Source: an optimization exercise on an open RTL-to-GDS flow (aim: small area and a short achievable clock period). Production flows keep margins and buffers that such runs may drop.
RTL that was checked went through simulation tests only; none was proved equivalent to the original.
Only the layout flow was run in run 3; the RTL was not checked for function there.
Power figures rest on the tool's default switching activity, not on a simulated workload.

[flow/design.v]
module dm_responder #(
  parameter int NCORES = 4,
  parameter int AW     = 7
) (
  input  logic                 clock,
  input  logic                 rst_n,
  input  logic                 start,
  input  logic [NCORES*16-1:0] core_addr,
  input  logic [NCORES*16-1:0] core_wdata,
  input  logic [NCORES-1:0]    core_we,
  input  logic [NCORES-1:0]    core_end,
  output logic [NCORES*2-1:0]  core_status,
  output logic [NCORES*16-1:0] core_rdata,
  input  logic [AW-1:0]        host_addr,
  input  logic [15:0]          host_wdata,
  input  logic                 host_we,
  output logic [15:0]          host_rdata,
  output logic                 busy,
  output logic                 done
);
  localparam int PW    = $clog2(NCORES);
  localparam int DEPTH = 2**AW;
  localparam int NRP   = NCORES + 1;    
  logic                 run_q, done_q;         
  logic [NCORES-1:0]    full_q, fin_q;
  logic [AW-1:0]        slot_addr [NCORES];
  logic [15:0]          slot_data [NCORES];
  logic [PW-1:0]        rr_q;
  logic [NCORES-1:0]    gnt_q;                 
  logic [AW-1:0]        caddr_q;               
  logic [15:0]          cdata_q;               
  logic [NCORES*2-1:0]  status_q;
  logic [15:0]          mem [DEPTH];
  logic                 unused_addr_bits;
  assign unused_addr_bits = ^core_addr;
  assign busy        = run_q;
  assign done        = done_q;
  assign core_status = status_q;
  logic [NCORES-1:0] cap, full_n, fin_n, gnt_n;
  logic              run_n, done_n, all_clear, gnt_any;
  logic [PW-1:0]     rr_n, gnt_idx;
  logic [AW-1:0]     saddr_n [NCORES];
  logic [15:0]       sdata_n [NCORES];
  logic [AW-1:0]     caddr_n;
  logic [15:0]       cdata_n;
  logic [NCORES*2-1:0] status_n;
  assign all_clear = (&fin_q) && !(|full_q);
  assign gnt_any   = |gnt_q;
  always_comb begin
    gnt_idx = '0;
    for (int i = 0; i < NCORES; i++)
      if (gnt_q[i]) gnt_idx = PW'(i);
  end
  always_comb begin
    for (int i = 0; i < NCORES; i++) begin
      cap[i]     = run_q && !full_q[i] && !fin_q[i] && core_we[i];
      full_n[i]  = rst_n && (cap[i] || (full_q[i] && !gnt_q[i]));
      saddr_n[i] = cap[i] ? core_addr[16*i +: AW] : slot_addr[i];
      sdata_n[i] = cap[i] ? core_wdata[16*i +: 16] : slot_data[i];
    end
    if (!rst_n) begin
      run_n  = 1'b0;
      done_n = 1'b0;
      fin_n  = '0;
    end else if (run_q) begin
      run_n  = !all_clear;
      done_n = all_clear;
      fin_n  = fin_q | core_end;
    end else begin
      run_n  = start;
      done_n = done_q && !start;
      fin_n  = start ? '0 : fin_q;
    end
    if (!rst_n)       rr_n = '0;
    else if (gnt_any) rr_n = (gnt_idx == PW'(NCORES - 1)) ? '0 : gnt_idx + 1'b1;
    else              rr_n = rr_q;
  end
  always_comb begin
    int            cand;
    logic [PW-1:0] cand_idx;
    gnt_n    = '0;
    cand     = 0;
    cand_idx = '0;
    for (int k = NCORES - 1; k >= 0; k--) begin
      cand     = (int'(rr_n) + k) % NCORES;
      cand_idx = PW'(cand);
      if (full_n[cand_idx]) gnt_n = NCORES'(1) << cand_idx;
    end
  end
  always_comb begin
    caddr_n = '0;
    cdata_n = '0;
    for (int i = 0; i < NCORES; i++) begin
      caddr_n = caddr_n | ({AW{gnt_n[i]}} & saddr_n[i]);
      cdata_n = cdata_n | ({16{gnt_n[i]}} & sdata_n[i]);
    end
  end
  always_comb begin
    for (int i = 0; i < NCORES; i++) begin
      if (done_n)      status_n[2*i +: 2] = 2'b11;
      else if (!run_n) status_n[2*i +: 2] = 2'b00;
      else if (full_n[i]) status_n[2*i +: 2] = 2'b10;
      else if (fin_n[i])  status_n[2*i +: 2] = 2'b11;
      else                status_n[2*i +: 2] = 2'b01;
    end
  end
  always_ff @(posedge clock) begin
    run_q    <= run_n;
    done_q   <= done_n;
    fin_q    <= fin_n;
    full_q   <= full_n;
    rr_q     <= rr_n;
    gnt_q    <= gnt_n;
    status_q <= status_n;
    caddr_q  <= caddr_n;
    cdata_q  <= cdata_n;
    for (int i = 0; i < NCORES; i++) begin
      slot_addr[i] <= saddr_n[i];
      slot_data[i] <= sdata_n[i];
    end
  end
  logic [AW-1:0]    waddr;
  logic [15:0]      wdata;
  logic             wval;
  logic [DEPTH-1:0] wen;
  assign waddr = run_q ? caddr_q : host_addr;
  assign wdata = run_q ? cdata_q : host_wdata;
  assign wval  = rst_n && (run_q ? gnt_any : host_we);
  always_comb
    for (int w = 0; w < DEPTH; w++)
      wen[w] = wval && (waddr == AW'(w));
  for (genvar w = 0; w < DEPTH; w++) begin : g_word
    always_ff @(posedge clock)
      if (wen[w]) mem[w] <= wdata;
  end
  logic [NRP*AW-1:0] raddr;
  logic [NRP*16-1:0] rd_q;
  always_comb begin
    for (int i = 0; i < NCORES; i++)
      raddr[AW*i +: AW] = core_addr[16*i +: AW];
    raddr[AW*NCORES +: AW] = host_addr;
  end
  for (genvar p = 0; p < NRP; p++) begin : g_rd
    logic [DEPTH-1:0] rsel;
    logic [15:0]      rd_n;
    always_comb begin
      for (int w = 0; w < DEPTH; w++)
        rsel[w] = rst_n && (raddr[AW*p +: AW] == AW'(w));
      rd_n = '0;
      for (int w = 0; w < DEPTH; w++)
        rd_n = rd_n | ({16{rsel[w]}} & mem[w]);
    end
    always_ff @(posedge clock)
      rd_q[16*p +: 16] <= rd_n;
  end
  assign core_rdata = rd_q[NCORES*16-1:0];
  assign host_rdata = rd_q[NCORES*16 +: 16];
endmodule
[flow/run.sh]
#!/bin/bash
# synth_recipe.tcl (not shown) runs the flow's synth.tcl, then flattens the netlist and writes it again
# the make line also repeats each setting of config.mk as NAME=value (left out here)
make -C /OpenROAD-flow-scripts/flow DESIGN_CONFIG=/design/flow/config.mk WORK_HOME=/design/flow/orfs CLKGATE_MAP_FILE= SYNTH_SCRIPT=/design/flow/synth_recipe.tcl finish
[flow/config.mk]
export PLATFORM = sky130hd
export DESIGN_NAME = dm_responder
export DESIGN_NICKNAME = dm_responder
export VERILOG_FILES = /design/flow/design.v
export SDC_FILE = /design/flow/constraint.sdc
export NUM_CORES = 4
export LEC_CHECK = 0
export CAP_MARGIN = 20
export CORE_MARGIN = 2
export CORE_UTILIZATION = 40
export SLEW_MARGIN = 20
[flow/constraint.sdc]
create_clock -name core_clock -period 4.0 [get_ports {clock}]
set_input_delay 0.8000 -clock core_clock [delete_from_list [all_inputs] [get_ports {clock}]]
set_output_delay 0.8000 -clock core_clock [all_outputs]
set_load 0.01 [all_outputs]
==> metrics.yaml, run 1 <==
die:
  fp.dieH_um: 584
  num_io_pins: 253
  die_w_um: 584
  rows: 213
  start_util_pct: 40.1
placed_design:
  portBuffers: 216
  placement.setup.worst_slack_ps: -861
  hpwl_um: 1500000
  dp.cells: 19900
  gp_congestion: 2.51
global_route:
  track_usage_pct: 131
  grt_pass1_wl_um: 2830000
  grt_max_degree: 128
  grt_pass1_vias: 217000
  grt.overflow.total: 95400
yosys:
  ys_seq_area_share_pct: 48.9
  yosysWarnings: 6
  avgSynthCellArea_um2: 10.5
  synth_edf_count: 2048
  synthesis.nets: 13000
  ys_types: 84
  synth-seq-cells: 2267
  syn_inst: 12900
  synth-async-reset-ratio_pct: 0
  ys.flop_type: "edfxtp_1"
  syn_area_um2: 135000
cts:
  post_cts_buffers: 0
  cts_resized: 0
  cts_buffers: 224
  cts.path.max_buffers: 4
  ctsHoldBuffers: 0
  cts_sinks: 2267
  cts_root_buf: "clkbuf_16"
  htreeDepth: 4
status:
  stop_stage: "5_1_grt"
  status: "did not finish"
  tool.error: "[ERROR GRT-0116] Global routing finished with congestion. Check the congestion regions in the DRC Viewer."
==> per-layer routing <==
| metal | global-route usage (%) | overflow |
|---|---|---|
| met2 | 164 | 48500 |
| met5 | 99.5 | 1053 |
| met4 | 116 | 8643 |
| met3 | 108 | 9604 |
| met1 | 126 | 27700 |
==> cell families after synthesis <==
logic type               synth area share [%]
adder cells (fa/ha/maj)                0.0743
multiplexers                             1.84
buffers and inverters                    3.41
flip-flops                               48.9
AO/OA/AOI/OAI                            33.1
AND/OR/NAND/NOR                          12.6
==> power by group through the flow <==
| stage | clock network (mW) | logic [mW] | registers, mW |
|---|---|---|---|
| 3_3_place_gp | 0 | 9.79 | 28.5 |
| 4_1_cts | 21.8 | 10.0 | 28.0 |
| 3_5_place_dp | 0 | 9.98 | 28.5 |
| 2_1_floorplan | 0 | 3.98 | 28.3 |
==> synthesized netlist by cell type, types with 54 or more instances <==
master | instances | area share, %
o21ai_0 | 232 | 0.86
mux2i_1 | 71 | 0.53
o2111ai_1 | 54 | 0.35
a22o_1 | 481 | 3.1
a221o_1 | 214 | 1.6
nor3_1 | 458 | 1.7
a221oi_1 | 273 | 1.8
nor2_1 | 881 | 2.5
a222oi_1 | 240 | 1.8
nand4_1 | 464 | 2.2
or4_1 | 56 | 0.31
dfxtp_1 | 219 | 3.3
a21oi_1 | 352 | 1.3
buf_1 | 85 | 0.24
a22oi_1 | 3481 | 19
edfxtp_1 | 2048 | 46
and4_1 | 66 | 0.43
mux2_2 | 155 | 1.3
buf_2 | 188 | 0.70
nand3_1 | 245 | 0.91
clkbuf_1 | 769 | 2.1
o22ai_1 | 221 | 1.0
nor4_1 | 170 | 0.79
nand2_1 | 644 | 1.8
==> worst max-delay path by stage <==
stage / start / end / slack (ps) / depth (start not counted)
after detailed placement: host_addr[3] / rd_q[72]$_DFF_P_ / -860 / 12
after CTS: host_addr[3] / rd_q[72]$_DFF_P_ / 140 / 12
after floorplan: host_addr[4] / mem[48][0]$_DFFE_PP_ / 610 / 9
after global placement: core_addr[16] / rd_q[26]$_DFF_P_ / -1180 / 12
==> metrics by stage <==
stage	util, %	power [mW]	area (µm²)	hold slack [ps]
after floorplan	-	32.3	135000	464
after global placement	53.4	38.3	179000	471
after detailed placement	53.6	38.5	180000	479
after CTS	55.9	59.8	188000	440
==> inputs of run 2 (changes only) <==
--- a/flow/design.v
+++ b/flow/design.v
@@ -124,3 +124,2 @@
   logic             wval;
-  logic [DEPTH-1:0] wen;
   assign waddr = run_q ? caddr_q : host_addr;
@@ -128,28 +127,13 @@
   assign wval  = rst_n && (run_q ? gnt_any : host_we);
-  always_comb
-    for (int w = 0; w < DEPTH; w++)
-      wen[w] = wval && (waddr == AW'(w));
-  for (genvar w = 0; w < DEPTH; w++) begin : g_word
-    always_ff @(posedge clock)
-      if (wen[w]) mem[w] <= wdata;
-  end
-  logic [NRP*AW-1:0] raddr;
+  always_ff @(posedge clock)
+    if (wval) mem[waddr] <= wdata;
   logic [NRP*16-1:0] rd_q;
-  always_comb begin
-    for (int i = 0; i < NCORES; i++)
-      raddr[AW*i +: AW] = core_addr[16*i +: AW];
-    raddr[AW*NCORES +: AW] = host_addr;
-  end
-  for (genvar p = 0; p < NRP; p++) begin : g_rd
-    logic [DEPTH-1:0] rsel;
-    logic [15:0]      rd_n;
-    always_comb begin
-      for (int w = 0; w < DEPTH; w++)
-        rsel[w] = rst_n && (raddr[AW*p +: AW] == AW'(w));
-      rd_n = '0;
-      for (int w = 0; w < DEPTH; w++)
-        rd_n = rd_n | ({16{rsel[w]}} & mem[w]);
+  always_ff @(posedge clock) begin
+    if (!rst_n) begin
+      rd_q <= '0;
+    end else begin
+      for (int i = 0; i < NCORES; i++)
+        rd_q[16*i +: 16] <= mem[core_addr[16*i +: AW]];
+      rd_q[16*NCORES +: 16] <= mem[host_addr];
     end
-    always_ff @(posedge clock)
-      rd_q[16*p +: 16] <= rd_n;
   end
--- a/flow/config.mk
+++ b/flow/config.mk
@@ -10,2 +10,4 @@
 export CORE_UTILIZATION = 40
+export GPL_TIMING_DRIVEN = 0
+export SETUP_SLACK_MARGIN = 0.5
 export SLEW_MARGIN = 20
==> metrics.yaml, run 2 <==
status:
  status: "complete, but fails checks"
  so_faults: "negative setup slack"
layout:
  finalNetCount: 8519
  regMostFlops: "mem"
  largest_reg_flops: 2048
  finish.utilization_pct: 48.1
  area_growth_pct: 19.5
  final_cell_mix: "mux4_2, edfxtp_1, clkbuf_16, clkbuf_2, dfxtp_1"
  fin_area_um2: 179000
  drive_above_1_share_pct: 59.3
  reg.largest.list: "mem (2048), rd_q (80), slot_data (64)"
  layout_commonest_cell: "mux4_2"
setup_path:
  r2r_cells: 10
  rrSetupSlack_ps: 430
  setup.worst_path.start_class: "input pin"
  cp_num_buf_inv: 4
  reg2reg_to: "caddr_q[0]$_DFF_P_"
  crit_family: "buffers and inverters"
  end_kind: "flip-flop"
  critPathSlowestCell: "a221oi_2"
  worstPathCellList: "buf_2 -> clkbuf_4 -> clkbuf_4 -> clkbuf_2 -> mux4_2 -> a221oi_2 -> o22ai_1"
  cp_max_fo: 10
  r2r_start: "gnt_q[0]$_DFF_P_"
  cp_common_cell: "clkbuf_4"
  worstSetupPathType: "input pin to flip-flop"
  worst-endpoint-required_ps: 4760
  arrival_ps: 4800
  slowest_delay_ps: 620
global_route:
  grt_pass1_wl_um: 1140000
  track_usage_pct: 47.5
  grt_max_degree: 97
  antenna_found_initial: 153
  grt_pass1_vias: 104000
  grt.overflow.total: 0
flow_run:
  maxCapViolCount: 0
timing:
  period_needed_ps: 4040
  layout_setup_ws_ps: -37.0
  worst_pin_slew_ps: 1340
  slew_headroom_pct: 10.8
  slew_violations: 0
  rsz0062_at_grt: "yes"
  fin_hold_ws_ps: 419
  hold_violations: 0
  max_freq_mhz: 248
  fin_crit_sh_pct: 101
  setup_viol: 1
  fin_skew_ps: 61.2
placed_design:
  portBuffers: 201  # -6.9%
  gp_congestion: 1.20  # -52%
  placed_cell_area_um2: 165000  # -8.3%
  hpwl_um: 690000  # -54%
detailed_routing:
  route.detailed.drc: 0
  routedWlPerCell_um: 66.8
  finalWirelength_um: 915000
  ant_nets: 0
  drt_iter0_drc: 26500
  num_vias: 116000
  firstDrtPassIters: 13
  vias_per_cell: 8.49
min_path:
  hp-class: "input pin to flip-flop"
  hold_end: "slot_data[3][7]$_DFF_P_"
  min_from: "core_wdata[55]"
  whs_path_depth: 3
yosys:
  syn_area_um2: 150000  # +11%
  synth_edf_count: 2048  # unchanged
  synth_common_cells: "mux4_2, edfxtp_1, clkbuf_1, buf_2, nand2_1"
  avgSynthCellArea_um2: 19.9  # +90%
  yosysTopAreaCell: "mux4_2"
  syn_inst: 7527  # -41%
  ys.flop_type: "edfxtp_1"
  synth_area_leaders: "mux4_2, edfxtp_1, dfxtp_1, clkbuf_1, buf_2"
  synth-async-reset-ratio_pct: 0  # unchanged
  ys_seq_area_share_pct: 43.9  # -5.0 points
  synth_most_common_cell: "mux4_2"
  synthesis.nets: 7697  # -41%
  yosysWarnings: 5  # -1
  yosysTopAreaCellShare_pct: 48.1  # +2.4 points
  synth-seq-cells: 2267  # unchanged
  ys_types: 55  # -35%
cts:
  htreeDepth: 5  # +1
  cts_root_buf: "clkbuf_16"
  cts_buffers: 284  # +27%
  cts.path.max_buffers: 4  # unchanged
  clkTransAtPathRegs_ps: 60
  cts_sinks: 2267  # unchanged
  insertion_delay_ps: 1010
  cts_tree: "built"
  ctsHoldBuffers: 0  # unchanged
die:
  fp.dieH_um: 616  # +5.5%
  rows: 224  # +5.2%
  die_w_um: 616  # +5.5%
  start_util_pct: 40.2  # +0.13 points
  dieArea_um2: 380000
  core-area_um2: 373000
  num_io_pins: 253  # unchanged
power:
  p_per_area_nw_per_um2: 409
  p_leak_nw: 55.9
  ir_drop_uv: 347
run 2: changes by cell type after synthesis, moves of 170 or more:
cell,previous run,this run
nand2_1,644,230
a22oi_1,3481,0
mux4_2,1,3203
a222oi_1,240,46
nor4_1,170,0
a22o_1,481,154
a221o_1,214,0
clkbuf_1,769,453
nand3_1,245,36
nand4_1,464,0
nor3_1,458,13
nor2_1,881,151
a21oi_1,352,2
o21ai_0,232,18
run 2: how the worst max path moves through the flow:
stage / start / endpoint / slack [ps] / cells past startpoint
2_1_floorplan: host_addr[1] / mem[27][0]$_DFFE_PP_ / 450 / 8
3_3_place_gp: rst_n / mem[127][12]$_DFFE_PP_ / -5280 / 7
3_5_place_dp: host_addr[1] / mem[71][4]$_DFFE_PP_ / -2800 / 9
4_1_cts: core_addr[1] / rd_q[6]$_SDFF_PN0_ / 220 / 8
5_1_grt: core_addr[16] / rd_q[24]$_SDFF_PN0_ / 410 / 8
6_report: core_addr[4] / rd_q[8]$_SDFF_PN0_ / -40 / 7
run 2: repair_timing:
action | 4_1_cts | 5_1_grt
pin swaps | 64 | 14
gates resized for setup | 416 | 488
setup endpoints to repair | 4203 | 1190
buffers inserted | 89 | 16
run 2: power by group:
part | switching (mW) | internal, mW | total (mW)
clock | 11.8 | 15.4 | 27.2
combinational | 12.7 | 5.96 | 18.7
sequential | 0.287 | 27.2 | 27.5
total | 24.8 | 48.5 | 73.3
run 2: stage by stage:
step / total power [mW] / TNS, ps / worst slack [ps] / std cells
5_1_grt: 73.3 / 0 / 413 / 13600
3_5_place_dp: 44.6 / -4439490 / -2800 / 12900
4_1_cts: 71.4 / 0 / 222 / 13500
2_1_floorplan: 35.8 / 0 / 447 / 7527
3_3_place_gp: 44.0 / - / -5280 / 12700
6_report: 73.3 / -37.0 / -37.0 / 13700
run 2: worst register-to-register path: cells and delay by family, from the launching register on:
family          cells  cell delay [ps]
compound gates      3             1510
buf+inv             4              830
flops               1              370
mux                 1              430
simple gates        2              230
run 2: layout make-up:
| type | count | area [µm²] |
|---|---|---|
| Fill cell | 30600 | 194000 |
| Multi-Input combinational cell | 4349 | 82800 |
| Sequential cell | 2267 | 65900 |
| Timing Repair Buffer | 536 | 8850 |
| Clock buffer | 343 | 7640 |
| Tap cell | 4972 | 6220 |
| Buffer | 870 | 5560 |
| Clock inverter | 166 | 1750 |
| Antenna cell | 148 | 370 |
| Inverter | 41 | 158 |
run 2: per-layer routing:
layer	global-route usage [%]	routed length [µm]	up-vias
met4	32.2	84600	98
met2	63.9	364000	13700
met5	7.10	3190	-
met3	30.9	174000	3255
met1	54.3	289000	61900
li1	-	-	37200
run 2: cell families after synthesis:
group                    share of synthesized area, %
flip-flops                                       43.9
AO/OA/AOI/OAI                                    3.18
buffers and inverters                            2.75
adder cells (fa/ha/maj)                        0.0584
multiplexers                                     48.7
AND/OR/NAND/NOR                                  1.41
==> inputs of run 3 (changes only) <==
--- a/flow/design.v
+++ b/flow/design.v
@@ -24,2 +24,3 @@
   logic                 run_q, done_q;         
+  logic                 busy_q;                
   logic [NCORES-1:0]    full_q, fin_q;
@@ -35,3 +36,3 @@
   assign unused_addr_bits = ^core_addr;
-  assign busy        = run_q;
+  assign busy        = busy_q;
   assign done        = done_q;
@@ -108,2 +109,3 @@
     run_q    <= run_n;
+    busy_q   <= run_n;
     done_q   <= done_n;
@@ -124,2 +126,3 @@
   logic             wval;
+  logic [DEPTH-1:0] wen;
   assign waddr = run_q ? caddr_q : host_addr;
@@ -127,13 +130,49 @@
   assign wval  = rst_n && (run_q ? gnt_any : host_we);
-  always_ff @(posedge clock)
-    if (wval) mem[waddr] <= wdata;
+  always_comb
+    for (int w = 0; w < DEPTH; w++)
+      wen[w] = wval && (waddr == AW'(w));
+  for (genvar w = 0; w < DEPTH; w++) begin : g_word
+    logic [15:0] d;
+    logic        we, we_n;
+    assign we   = wen[w];
+    assign we_n = !wen[w];
+    for (genvar b = 0; b < 16; b++) begin : g_bit
+      dm_wsel u_wsel (.we(we), .we_n(we_n), .wd(wdata[b]), .q(mem[w][b]), .d(d[b]));
+    end
+    always_ff @(posedge clock)
+      mem[w] <= d;
+  end
+  logic [NRP*AW-1:0] raddr;
   logic [NRP*16-1:0] rd_q;
-  always_ff @(posedge clock) begin
-    if (!rst_n) begin
-      rd_q <= '0;
-    end else begin
-      for (int i = 0; i < NCORES; i++)
-        rd_q[16*i +: 16] <= mem[core_addr[16*i +: AW]];
-      rd_q[16*NCORES +: 16] <= mem[host_addr];
-    end
+  always_comb begin
+    for (int i = 0; i < NCORES; i++)
+      raddr[AW*i +: AW] = core_addr[16*i +: AW];
+    raddr[AW*NCORES +: AW] = host_addr;
+  end
+  localparam int NG = (DEPTH + 2) / 3;    
+  for (genvar p = 0; p < NRP; p++) begin : g_rd
+    logic [DEPTH-1:0] rsel;
+    logic [15:0]      rd_n;
+    always_comb
+      for (int w = 0; w < DEPTH; w++)
+        rsel[w] = rst_n && (raddr[AW*p +: AW] == AW'(w));
+    for (genvar b = 0; b < 16; b++) begin : g_bit
+      logic [NG-1:0] yn;
+      for (genvar g = 0; g < NG; g++) begin : g_grp
+        if (3*g + 2 < DEPTH) begin : g_3
+          dm_aoi3 u_aoi (.s(rsel[3*g +: 3]),
+                         .d({mem[3*g+2][b], mem[3*g+1][b], mem[3*g][b]}),
+                         .y_n(yn[g]));
+        end else if (3*g + 1 < DEPTH) begin : g_2
+          dm_aoi2 u_aoi (.s(rsel[3*g +: 2]),
+                         .d({mem[3*g+1][b], mem[3*g][b]}),
+                         .y_n(yn[g]));
+        end else begin : g_1
+          assign yn[g] = !(rsel[3*g] && mem[3*g][b]);
+        end
+      end
+      assign rd_n[b] = !(&yn);
+    end
+    always_ff @(posedge clock)
+      rd_q[16*p +: 16] <= rd_n;
   end
@@ -142 +181,24 @@
 endmodule
+module dm_wsel (
+  input  logic we,
+  input  logic we_n,
+  input  logic wd,
+  input  logic q,
+  output logic d
+);
+  assign d = (we & wd) | (we_n & q);
+endmodule
+module dm_aoi3 (
+  input  logic [2:0] s,
+  input  logic [2:0] d,
+  output logic       y_n
+);
+  assign y_n = !(|(s & d));
+endmodule
+module dm_aoi2 (
+  input  logic [1:0] s,
+  input  logic [1:0] d,
+  output logic       y_n
+);
+  assign y_n = !(|(s & d));
+endmodule
--- a/flow/config.mk
+++ b/flow/config.mk
@@ -11,3 +11,3 @@
 export GPL_TIMING_DRIVEN = 0
-export SETUP_SLACK_MARGIN = 0.5
 export SLEW_MARGIN = 20
+export SYNTH_HIERARCHICAL = 1
==> metrics.yaml, run 3 <==
placed_design:
  dp.cells: 15000  # +16%
  gp_congestion: 1.15  # -4.1%
  portBuffers: 191  # -5.0%
  hpwl_um: 681000  # -1.3%
yosys:
  synth_edf_count: 0  # -100%
  yosysTopAreaCell: "dfxtp_1"
  ys.flop_type: "dfxtp_1"
  synth_common_cells: "a222oi_1, dfxtp_1, a22o_1, nand4_1, nor2_1"
  synth_area_leaders: "dfxtp_1, a222oi_1, a22o_1, nand4_1, nor2_1"
  synth_most_common_cell: "a222oi_1"
  yosysWarnings: 17  # +12
  synth-async-reset-ratio_pct: 0  # unchanged
  synthesis.nets: 10700  # +40%
  ys_types: 56  # +1.8%
  avgSynthCellArea_um2: 10.7  # -46%
  yosysTopAreaCellShare_pct: 40.1  # -8.0 points
  ys_seq_area_share_pct: 40.1  # -3.8 points
  syn_area_um2: 113000  # -25%
  syn_inst: 10600  # +41%
  synth-seq-cells: 2267  # unchanged
cts:
  ctsHoldBuffers: 0  # unchanged
  cts_buffers: 274  # -3.5%
  cts_sinks: 2267  # unchanged
  cts_root_buf: "clkbuf_16"
  cts.path.max_buffers: 4  # unchanged
  htreeDepth: 5  # unchanged
global_route:
  grt_max_degree: 82
  track_usage_pct: 72.1
  grt.overflow.total: 6
die:
  die_w_um: 536  # -13%
  fp.dieH_um: 536  # -13%
  num_io_pins: 253  # unchanged
  start_util_pct: 40.2  # -0.071 points
  rows: 195  # -13%
status:
  tool.error: "[ERROR GRT-0232] Routing congestion too high. Check the congestion heatmap in the GUI."
  stop_stage: "5_1_grt"
  status: "did not finish"
==> run 3: cell types whose count changed after synthesis, sizes merged, moves of 800 or more <==
cell and delta:
a222oi +3314, a22o +1894, dfxtp +2048, edfxtp -2048, mux4 -3201, nand4 +800
==> run 3: worst max-delay path by stage <==
stage	end	slack, ps	cells after the start
3_5_place_dp	rd_q[64]$_DFF_P_	-3650	12
3_3_place_gp	rd_q[14]$_DFF_P_	-6550	11
2_1_floorplan	rd_q[64]$_DFF_P_	570	10
4_1_cts	mem[32][10]$_DFF_P_	-320	9
==> run 3: what timing repair did <==
item	in CTS
buffers inserted	319
pin swaps	104
setup endpoints to repair	2128
resized for setup	620
cloned	1
==> run 3: logic make-up after synthesis <==
group                    synth area share [%]
multiplexers                             1.12
flip-flops                               40.1
AND/OR/NAND/NOR                          10.2
buffers and inverters                    1.25
AO/OA/AOI/OAI                            47.2
adder cells (fa/ha/maj)                0.0774
==> run 3: per-stage QoR <==
step / setup slack, ps / TNS [ps] / cell area [µm²] / hold slack [ps]
after floorplan: 566 / 0 / 113000 / 424
after global placement: -6550 / -9452750 / 120000 / 438
after detailed placement: -3650 / -4987580 / 133000 / 440
after CTS: -315 / -86200 / 149000 / 356
==> run 3: layer usage <==
metal  overflow  track usage [%]
met5          0             38.3
met4          1             71.0
met3          1             58.5
met2          3             86.3
met1          1             72.2
==> run 3: power by group through the flow <==
| stage | registers, mW | clock network [mW] | logic (mW) |
|---|---|---|---|
| 2_1_floorplan | 31.1 | 0 | 5.66 |
| 3_3_place_gp | 32.1 | 0 | 9.00 |
| 3_5_place_dp | 32.6 | 0 | 10.0 |
| 4_1_cts | 32.2 | 26.4 | 10.3 |
==> run 3: Yosys stat by module, one instance, submodules excluded <==
module,flops+latches,copies in the design,area (µm²),cells
dm_aoi2,0,80,12.5,1
dm_aoi3,0,3360,10.0,1
dm_responder,2267,1,60600,5091
dm_wsel,0,2048,8.76,1
==> inputs of run 4 (changes only) <==
--- a/flow/design.v
+++ b/flow/design.v
@@ -30,3 +30,5 @@
   logic [NCORES-1:0]    gnt_q;                 
-  logic [AW-1:0]        caddr_q;               
+  logic [7:0]           cpa_q;                 
+  logic [3:0]           cpb_q, cpc_q;          
+  logic                 hmask_q;               
   logic [15:0]          cdata_q;               
@@ -47,2 +49,4 @@
   logic [NCORES*2-1:0] status_n;
+  logic busy_d;
+  dm_keep u_busy_keep (.a(run_n), .y(busy_d));
   assign all_clear = (&fin_q) && !(|full_q);
@@ -109,3 +113,3 @@
     run_q    <= run_n;
-    busy_q   <= run_n;
+    busy_q   <= busy_d;
     done_q   <= done_n;
@@ -116,3 +120,11 @@
     status_q <= status_n;
-    caddr_q  <= caddr_n;
+    cpa_q    <= '0;
+    cpb_q    <= '0;
+    cpc_q    <= '0;
+    if (|gnt_n) begin
+      cpa_q[caddr_n[6:4]] <= 1'b1;
+      cpb_q[caddr_n[3:2]] <= 1'b1;
+      cpc_q[caddr_n[1:0]] <= 1'b1;
+    end
+    hmask_q  <= !run_n;
     cdata_q  <= cdata_n;
@@ -123,12 +135,19 @@
   end
-  logic [AW-1:0]    waddr;
+  logic [7:0]       wpa, hpa;
+  logic [3:0]       wpb, wpc, hpb, hpc;
   logic [15:0]      wdata;
-  logic             wval;
   logic [DEPTH-1:0] wen;
-  assign waddr = run_q ? caddr_q : host_addr;
-  assign wdata = run_q ? cdata_q : host_wdata;
-  assign wval  = rst_n && (run_q ? gnt_any : host_we);
-  always_comb
+  logic             hen;
+  assign hen = host_we && rst_n && hmask_q;
+  always_comb begin
+    for (int k = 0; k < 8; k++) hpa[k] = hen && (host_addr[6:4] == 3'(k));
+    for (int k = 0; k < 4; k++) hpb[k] = hmask_q && (host_addr[3:2] == 2'(k));
+    for (int k = 0; k < 4; k++) hpc[k] = hmask_q && (host_addr[1:0] == 2'(k));
+    wpa = (cpa_q & {8{rst_n}}) | hpa;
+    wpb = cpb_q | hpb;
+    wpc = cpc_q | hpc;
     for (int w = 0; w < DEPTH; w++)
-      wen[w] = wval && (waddr == AW'(w));
+      wen[w] = wpa[w >> 4] && wpb[(w >> 2) & 3] && wpc[w & 3];
+  end
+  assign wdata = cdata_q | (host_wdata & {16{hmask_q}});
   for (genvar w = 0; w < DEPTH; w++) begin : g_word
@@ -155,5 +174,11 @@
     logic [15:0]      rd_n;
-    always_comb
+    logic [7:0] ra;
+    logic [3:0] rb, rc;
+    always_comb begin
+      for (int k = 0; k < 8; k++) ra[k] = (raddr[AW*p+4 +: 3] == 3'(k));
+      for (int k = 0; k < 4; k++) rb[k] = (raddr[AW*p+2 +: 2] == 2'(k));
+      for (int k = 0; k < 4; k++) rc[k] = (raddr[AW*p +: 2] == 2'(k));
       for (int w = 0; w < DEPTH; w++)
-        rsel[w] = rst_n && (raddr[AW*p +: AW] == AW'(w));
+        rsel[w] = ra[w >> 4] && rb[(w >> 2) & 3] && rc[w & 3];
+    end
     for (genvar b = 0; b < 16; b++) begin : g_bit
@@ -173,3 +198,3 @@
       end
-      assign rd_n[b] = !(&yn);
+      assign rd_n[b] = rst_n && !(&yn);
     end
@@ -204 +229,7 @@
 endmodule
+module dm_keep (
+  input  logic a,
+  output logic y
+);
+  assign y = a;
+endmodule
--- a/flow/config.mk
+++ b/flow/config.mk
@@ -8,5 +8,9 @@
 export CAP_MARGIN = 20
+export CELL_PAD_IN_SITES_DETAIL_PLACEMENT = 2
+export CELL_PAD_IN_SITES_GLOBAL_PLACEMENT = 3
 export CORE_MARGIN = 2
-export CORE_UTILIZATION = 40
+export CORE_UTILIZATION = 30
 export GPL_TIMING_DRIVEN = 0
+export PLACE_DENSITY = 0.45
+export SETUP_SLACK_MARGIN = 1.0
 export SLEW_MARGIN = 20
==> metrics.yaml, run 4 <==
global_route:
  grt_util_met3_pct: 31.3
  grt_use_met1_pct: 61.0
  track_usage_pct: 55.7
  grt_pass1_wl_um: 1460000
  antenna_found_initial: 96
  top_usage_layer: "met2"
  grt_pass1_vias: 148000
  grt_max_degree: 54
  met2_usage_pct: 75.6
  grt.overflow.total: 0
placed_design:
  hpwl_um: 746000  # +9.6%
  portBuffers: 204  # +6.8%
  placed_cell_area_um2: 135000  # +1.4%
  placement.setup.worst_slack_ps: -3020  # +628 ps
  gp_congestion: 1.12  # -2.2%
yosys:
  ys_types: 74  # +32%
  ys_seq_area_share_pct: 40.1  # +0.041 points
  synth_xor_area_share_pct: 0.0154  # +0.015 points
  synth_area_leaders: "dfxtp_1, a222oi_1, a22o_1, nand4_1, nor2_1"
  syn_area_um2: 114000  # +0.38%
  syn_inst: 10700  # +0.90%
  synth_top_family_by_area: "compound AO/OA/AOI/OAI gates"
  synth-seq-cells: 2278  # +0.49%
  yosysTopAreaCellShare_pct: 40.1  # +0.041 points
  synth-async-reset-ratio_pct: 0  # unchanged
  synth_common_cells: "a222oi_1, dfxtp_1, a22o_1, nand4_1, nor2_1"
  ys.flop_type: "dfxtp_1"
  synthesis.nets: 10800  # +0.91%
  yosys-mux-area-fraction_pct: 0.735  # -0.39 points
  synth_most_common_cell: "a222oi_1"
  yosys.area_share.simple_pct: 10.2  # about the same
  yosysTopAreaCell: "dfxtp_1"
  synth-compound-area-share_pct: 47.7  # +0.50 points
  synth_fa_ha_area_share_pct: 0.110  # +0.033 points
  avgSynthCellArea_um2: 10.6  # -0.51%
  yosysWarnings: 17  # unchanged
  synth_edf_count: 0  # unchanged
cts:
  htreeDepth: 5  # unchanged
  clkTransAtPathRegs_ps: 60
  cts_tree: "built"
  cts_sinks: 2278  # +0.49%
  cts.path.max_buffers: 4  # unchanged
  ctsHoldBuffers: 0  # unchanged
  cts_root_buf: "clkbuf_16"
  cts_buffers: 294  # +7.3%
  insertion_delay_ps: 1040
setup_path:
  worstSetupPathType: "input pin to flip-flop"
  setup.worst_path.start_class: "input pin"
  cp_num_buf_inv: 2
  r2r_start: "mem[105][8]$_DFF_P_"
  cp_max_fo: 16
  critPathSlowestCell: "a31oi_2"
  cp.depth: 9
  rrSetupSlack_ps: 80
  slowest_delay_ps: 1020
  worst-endpoint-required_ps: 4750
  r2r_cells: 5
  crit_family: "simple AND/OR/NAND/NOR gates"
  end_kind: "flip-flop"
  reg2reg_to: "rd_q[72]$_DFF_P_"
  arrival_ps: 5080
  worstPathCellList: "buf_6 -> nor3b_1 -> nand2_1 -> nor2_4 -> a222oi_1 -> nand4_1 -> nor4_2 -> buf_4 -> a31oi_2"
power:
  p_clk_share_pct: 28.5
  p_seq_share_pct: 45.4
  p_per_area_nw_per_um2: 643
  p_leak_nw: 55.6
  switchingPower_mw: 43.4
  sw_frac_of_total_pct: 42.2
  ir_drop_uv: 462
  p_int_mw: 59.5
  pwr-share-comb_pct: 26.1
min_path:
  whs_path_depth: 3
  min_from: "core_addr[50]"
  hold_end: "slot_addr[3][2]$_DFF_P_"
  hp-class: "input pin to flip-flop"
timing:
  hold_violations: 0
  fin_skew_ps: 71.2
  worst_pin_slew_ps: 1810
  fin_hold_ws_ps: 90.9
  rsz0062_at_grt: "yes"
  fin_crit_sh_pct: 108
  setup_viol: 11
  fin_tns_setup_ps: -1670
  layout_setup_ws_ps: -324
  period_needed_ps: 4320
  max_freq_mhz: 231
  slew_headroom_pct: -20.9
  slew_violations: 4
detailed_routing:
  finalWirelength_um: 1150000
  route.detailed.drc: 0
  vias_per_cell: 9.11
  drt_iter0_drc: 50600
  firstDrtPassIters: 22
  ant_nets: 0
  num_vias: 163000
  routedWlPerCell_um: 64.1
die:
  fp.dieH_um: 619  # +16%
  start_util_pct: 30.2  # -10 points
  dieArea_um2: 384000
  num_io_pins: 253  # unchanged
  core-area_um2: 376000
  rows: 225  # +15%
  die_w_um: 619  # +16%
status:
  so_faults: "max-capacitance violations, max-slew violations, negative setup slack"
  status: "complete, but fails checks"
flow_run:
  maxCapViolCount: 1
layout:
  regArea_um2: 45600
  final_cell_mix: "a222oi_1, dfxtp_1, a22o_1, buf_4, nand4_1"
  area_growth_pct: 40.9
  layout_commonest_cell: "a222oi_1"
  finish.utilization_pct: 42.5
  fin_area_um2: 160000
  largest_reg_flops: 2048
  finalNetCount: 12800
  fillers: 37900
  drive_above_1_share_pct: 27.8
  multi_input_area_um2: 75700
  reg.largest.list: "mem (2048), rd_q (80), slot_data (64)"
  regMostFlops: "mem"
run 4: cell types whose count changed after synthesis, sizes merged, moves of 20 or more:
| cell | previous run | this run |
|---|---|---|
| o22a | 25 | 3 |
| inv | 234 | 162 |
| buf | 25 | 60 |
| mux2i | 98 | 18 |
| a31oi | 0 | 81 |
| nor2 | 666 | 700 |
| nand2 | 227 | 377 |
| mux2 | 19 | 55 |
| nand3b | 22 | 0 |
| nand3 | 187 | 84 |
| a21o | 1 | 22 |
| nor3 | 106 | 86 |
| o221ai | 27 | 1 |
run 4: metrics by stage:
step                instances  total power [mW]
floorplan               10700              53.2
global placement        15900              64.3
detailed placement      16300              68.6
CTS                     17400              98.2
global route            17900               104
finish                  17900               103
run 4: kinds of logic after synthesis:
kind of cell,count (synthesis)
and+or+nand+nor,2300
DFF,2278
AOI/OAI and AO/OA,5707
adders and majority gates,10
muxes,74
xor gates and xnor gates,2
buffers and inverters,303
run 4: layout make-up:
type / count / share of cell area (%)
clock buffers: 401 / 5.33
clock inverters: 126 / 1.01
flip-flops and latches: 2278 / 28.5
multi-input cells: 8098 / 47.3
diodes: 95 / 0.149
well taps: 4994 / 3.90
repair buffers: 1619 / 11.9
plain buffers: 141 / 1.24
inverters: 162 / 0.675
run 4: worst max path at each step:
| stage | startpoint | end | slack [ps] |
|---|---|---|---|
| CTS | core_addr[49] | rd_q[50]$_DFF_P_ | 310 |
| global placement | host_addr[2] | mem[49][2]$_DFF_P_ | -5730 |
| finish | core_addr[53] | rd_q[63]$_DFF_P_ | -320 |
| floorplan | rst_n | cpa_q[0]$_SDFF_PN0_ | 320 |
| global route | core_addr[53] | rd_q[63]$_DFF_P_ | -20 |
| detailed placement | core_addr[0] | rd_q[9]$_DFF_P_ | -3020 |
run 4: power by group through the flow:
stage               combinational, mW  sequential [mW]  clock [mW]
floorplan                        12.2             41.0           0
global placement                 20.2             44.1           0
detailed placement               23.1             45.5           0
CTS                              24.0             45.1        29.0
global route                     26.7             47.6        30.1
finish                           26.9             46.7        29.3
run 4: tightest hold or removal path: stages:
cell     delay (ps)
buf_12          100
mux2i_1          90
inv_1            60
run 4: timing repair:
action	in CTS	in global routing
buffers inserted	542	407
pin swaps	222	270
resized for setup	758	651
endpoints found under the hold margin	0	0
setup endpoints to repair	2192	2189
gates cloned	2	7
run 4: per-layer routing:
layer	part of all wire (%)	routed length (µm)
met5	0.30	3410
met4	12	140000
met3	17	197000
met2	38	434000
met1	33	374000
run 4: modules after synthesis, one instance, submodules excluded:
module | cells | cell area [µm²] | flops+latches
dm_responder | 5185 | 61000 | 2278
dm_aoi2 | 1 | 12.5 | 0
dm_aoi3 | 1 | 10.0 | 0
dm_wsel | 1 | 8.76 | 0
dm_keep | 1 | 7.51 | 0

-- re-timing with driven ports --
How much do the figures lean on ideal ports? The routed layouts below were timed once more, with nothing changed but the port constraints. Step 1: set_driving_cell puts a clkbuf_16 on clock and a buf_2 on each other input, an assumption about the parent block. Step 2 adds t to the input delays and takes it off the output delays; t is the mean of the earliest and latest rising clock arrival at the registers after step 1. Input paths then give back, and output paths get back, about the clock's delay inside the block. Three values: ideal ports, drivers, drivers and shift; two values: the first two.
| run | shift t [ns] | setup slack, ns | latest minus earliest clock arrival (ns) |
|---|---|---|---|
| run 2 | 1.098 | -0.037 / -0.029 / -1.127 | 0.072 / 0.072 |
| run 4 | 1.111 | -0.324 / -0.529 / -1.641 | 0.079 / 0.079 |
The setup slack of run 4, which loses most, moves by -0.205 ns with the drivers and by -1.317 ns with both steps.
